What follows belongs to an exercise in optimizing a design on an open flow for small area and few clock cycles; a production flow would make more cautious choices. In this exercise RTL edits were held to simulation tests only and were not proved equivalent to the original.

== build 68 ==
// rgb_to_hsv_converter_unit
module rgb_to_hsv_converter_unit #(
    parameter logic [16:0] REG_AT = 17'b00100100100100101
) (
    input  logic        aclk,
    input  logic        aresetn,
    input  logic        s_tvalid,
    output logic        s_tready,
    input  logic [23:0] s_tdata,    
    output logic        m_tvalid,
    input  logic        m_tready,
    output logic [39:0] m_tdata     
);
Size in the first run: ~2700 cells after synthesis, ~290 flip-flops, roughly 70 I/O pins, ~0.023 mm² of cells after synthesis.
Settings: LEC_CHECK=0, ABC_AREA=1, CAP_MARGIN=20, CORE_MARGIN=2, CORE_UTILIZATION=40, SLEW_MARGIN=20, TNS_END_PERCENT=5; clock period 5.0 ns.
run.sh (not shown) runs the stock make flow with config.mk's settings and CLKGATE_MAP_FILE= SYNTH_SCRIPT=/design/flow/synth_recipe.tcl, a recipe that flattens the netlist after the stock synthesis.
Per the final summary, build 68 finished and its layout is clean on timing, DRC and antenna.
Testbench counts of build 68, summed over its fixed seeds: cycles 32,816.
What build 52 does differently from build 68 at the input level:
- TNS_END_PERCENT removed (was 5)
## What came out
- In the flow results for build 68 and build 52, the least setup slack across all paths after layout is larger on build 52.
- Going from build 68 to build 52, final critical path time including I/O delays and setup shrinks by 0.16 ns.
- Between build 52 and build 68, the cell area after placement does not differ in any meaningful way.
- Build 52 and build 68 ended up with roughly the same hold slack.
- Comparing build 68 and build 52, the higher measured slew at the worst slew-check pin was measured on build 52.
- In build 52, number of buffers other than clock buffers in the final layout is lower than in build 68.
Changes in build 79 relative to build 52:
==> flow/flow/run.sh (new file) <==
#!/bin/bash
set -euo pipefail
export SYNTH_OPERATIONS_ARGS="-nofsm"
export BUFFER_PORTS_ARGS="-buffer_cell sky130_fd_sc_hd__buf_2"
export SKIP_INCREMENTAL_REPAIR=1
bash standard.sh ABC_DRIVER_CELL=sky130_fd_sc_hd__buf_4 finish > standard.log 2>&1
==> flow/standard.sh (new file) <==
#!/bin/bash
# synth_recipe.tcl (not shown) runs the flow's synth.tcl, then flattens the netlist and writes it again
# the make line also repeats each setting of config.mk as NAME=value (left out here)
make -C /OpenROAD-flow-scripts/flow DESIGN_CONFIG=/design/flow/config.mk WORK_HOME=/design/flow/orfs CLKGATE_MAP_FILE= SYNTH_SCRIPT=/design/flow/synth_recipe.tcl "${@:-finish}"
removed: flow/run.sh
Notes after the runs:
Compared with build 52, build 79 shows largest net degree at the start of global routing higher by 78.
Looking only at critical path's largest stage delay, and setting everything else aside, the lower value of build 52 and build 79 goes to build 52.
Diff build 52 -> build 79: routed wire length shrank by about 16%, die area shrank by about 4.7%.
Re sequential share of cell area: build 79 is 3.5 points up on build 52.
Build 52 has a higher count of non-filler cells in the finished layout than build 79.
Setup slack (lower): build 79
Diff build 52 -> build 79: period utilization rose 4.6 points; final estimated routing congestion in global placement rose by 0.029.
Build 79: flow complete, layout not clean; failing: negative setup slack
For build 87, these inputs were changed with respect to build 79:
==> flow/flow/run.sh <==
#!/bin/bash
set -euo pipefail
export SYNTH_OPERATIONS_ARGS="-nofsm"
export BUFFER_PORTS_ARGS="-buffer_cell sky130_fd_sc_hd__buf_2"
bash standard.sh ABC_DRIVER_CELL=sky130_fd_sc_hd__buf_4 finish > standard.log 2>&1
==> comparison <==
Build 87 ended with every stage complete and zero timing, DRC or antenna violations. In the reports for build 87 and build 79, the larger share of final-layout standard cells stronger than drive strength 1 belongs to build 87. Endpoint arrival time on the critical path for build 87: 0.11 ns down relative to build 79. For the critical path required time, build 87 came in 0.10 ns higher than build 79 did. Relative to build 79, the number of design-rule violations left by the first detailed-router iteration measured on build 87 has increased by more than 10%. Between build 79 and build 87, via count increased.

* * *

Another version of the RTL of rgb_to_hsv_converter_unit (not shown whole).
Size: about 70 I/O pins.
Settings: LEC_CHECK=0, ABC_AREA=1, CAP_MARGIN=20, CORE_MARGIN=2, CORE_UTILIZATION=40, SETUP_SLACK_MARGIN=-0.2, SLEW_MARGIN=20; clock period 5.0 ns.
standard.sh (not shown) runs the stock make flow with config.mk's settings and CLKGATE_MAP_FILE= SYNTH_SCRIPT=/design/flow/synth_recipe.tcl, a recipe that flattens the netlist after the stock synthesis.
==> flow/flow/run.sh <==
#!/bin/bash
set -euo pipefail
export SYNTH_OPERATIONS_ARGS="-nofsm"
export BUFFER_PORTS_ARGS="-buffer_cell sky130_fd_sc_hd__buf_2"
bash standard.sh ADDER_MAP_FILE= ABC_DRIVER_CELL=sky130_fd_sc_hd__buf_4 finish > standard.log 2>&1
Testbench counts at the start, summed over its fixed seeds: cycles 32,808.
Change:
--- a/flow/flow/run.sh
+++ b/flow/flow/run.sh
@@ -4,2 +4,3 @@
 export BUFFER_PORTS_ARGS="-buffer_cell sky130_fd_sc_hd__buf_2"
+export GPL_KEEP_OVERFLOW=0
 bash standard.sh ADDER_MAP_FILE= ABC_DRIVER_CELL=sky130_fd_sc_hd__buf_4 finish > standard.log 2>&1
Effect: Die area does not change; global-route usage shrinks by 0.40 points; non-clock buffer count decreases by 64; cell count goes down by 1.5%.
Change:
==> flow/flow/run.sh (replaced) <==
#!/bin/bash
set -euo pipefail
export SYNTH_OPERATIONS_ARGS="-nofsm"
export BUFFER_PORTS_ARGS="-buffer_cell sky130_fd_sc_hd__buf_2"
export RECOVER_POWER=100
bash standard.sh ADDER_MAP_FILE= ABC_DRIVER_CELL=sky130_fd_sc_hd__buf_4 finish > standard.log 2>&1
- CTS_CLUSTER_DIAMETER: unset -> 100
- CTS_CLUSTER_SIZE: unset -> 28
- SETUP_SLACK_MARGIN: -0.2 -> -0.35
What happened: Via count barely changes. Flip-flop and latch count does not change. Hold slack gets better by 0.011 ns. Cell area went down by 2.4%. Synthesized area does not change.
Change:
--- a/flow/flow/run.sh
+++ b/flow/flow/run.sh
@@ -5,2 +5,3 @@
 export RECOVER_POWER=100
+export GPL_KEEP_OVERFLOW=0
 bash standard.sh ADDER_MAP_FILE= ABC_DRIVER_CELL=sky130_fd_sc_hd__buf_4 finish > standard.log 2>&1
- SETUP_SLACK_MARGIN: -0.35 -> -0.3
After rerunning: With this change the flow ran to the end with violations: capacitance limit, slew limit. Wire length is lower by 1.0%. Final cell count went down by about 2.2%. Non-clock buffer count came out lower by 93.

what the ideal ports hide:
In the flow no input, the clock included, has a driving cell. The finished layouts below were timed again as built, in two steps.
Step 1: set_driving_cell puts a clkbuf_16 on aclk and a buf_2 on each other input, an assumption about the parent block.
Step 2 moves the port delays by t, midway between the first and last clock arrival at a register: inputs arrive t later, outputs are due t later. That takes back most of the time a late clock gives input paths.
a / b / c = ideal ports / drivers / drivers and shift; a / b = the first two.
run	t (ns)	setup slack, ns	hold WS [ns]	worst setup path at the end
build 68	0.587	0.058 / 0.004 / 0.083	0.414 / 0.414 / 0.414	input to register
build 52	0.601	0.217 / 0.217 / 0.101	0.416 / 0.416 / 0.416	input to register
build 79	0.562	-0.012 / -0.012 / -0.012	0.413 / 0.413 / 0.413	register to register
build 87	0.562	0.188 / 0.188 / 0.101	0.411 / 0.411 / 0.411	input to register
the first run of note 2	0.629	0.378 / 0.323 / 0.388	0.410 / 0.410 / 0.410	register to register
the second run of note 2	0.621	0.238 / 0.238 / -0.152	0.408 / 0.408 / 0.408	input to register
the third run of note 2	0.575	0.223 / 0.223 / 0.223	0.418 / 0.418 / 0.418	register to register
the fourth run of note 2	0.569	0.142 / 0.142 / -0.287	0.411 / 0.411 / 0.411	input to register
For the fourth run of note 2, which loses most, drivers alone change the setup slack by 0.000 ns; drivers and shift together by -0.429 ns.
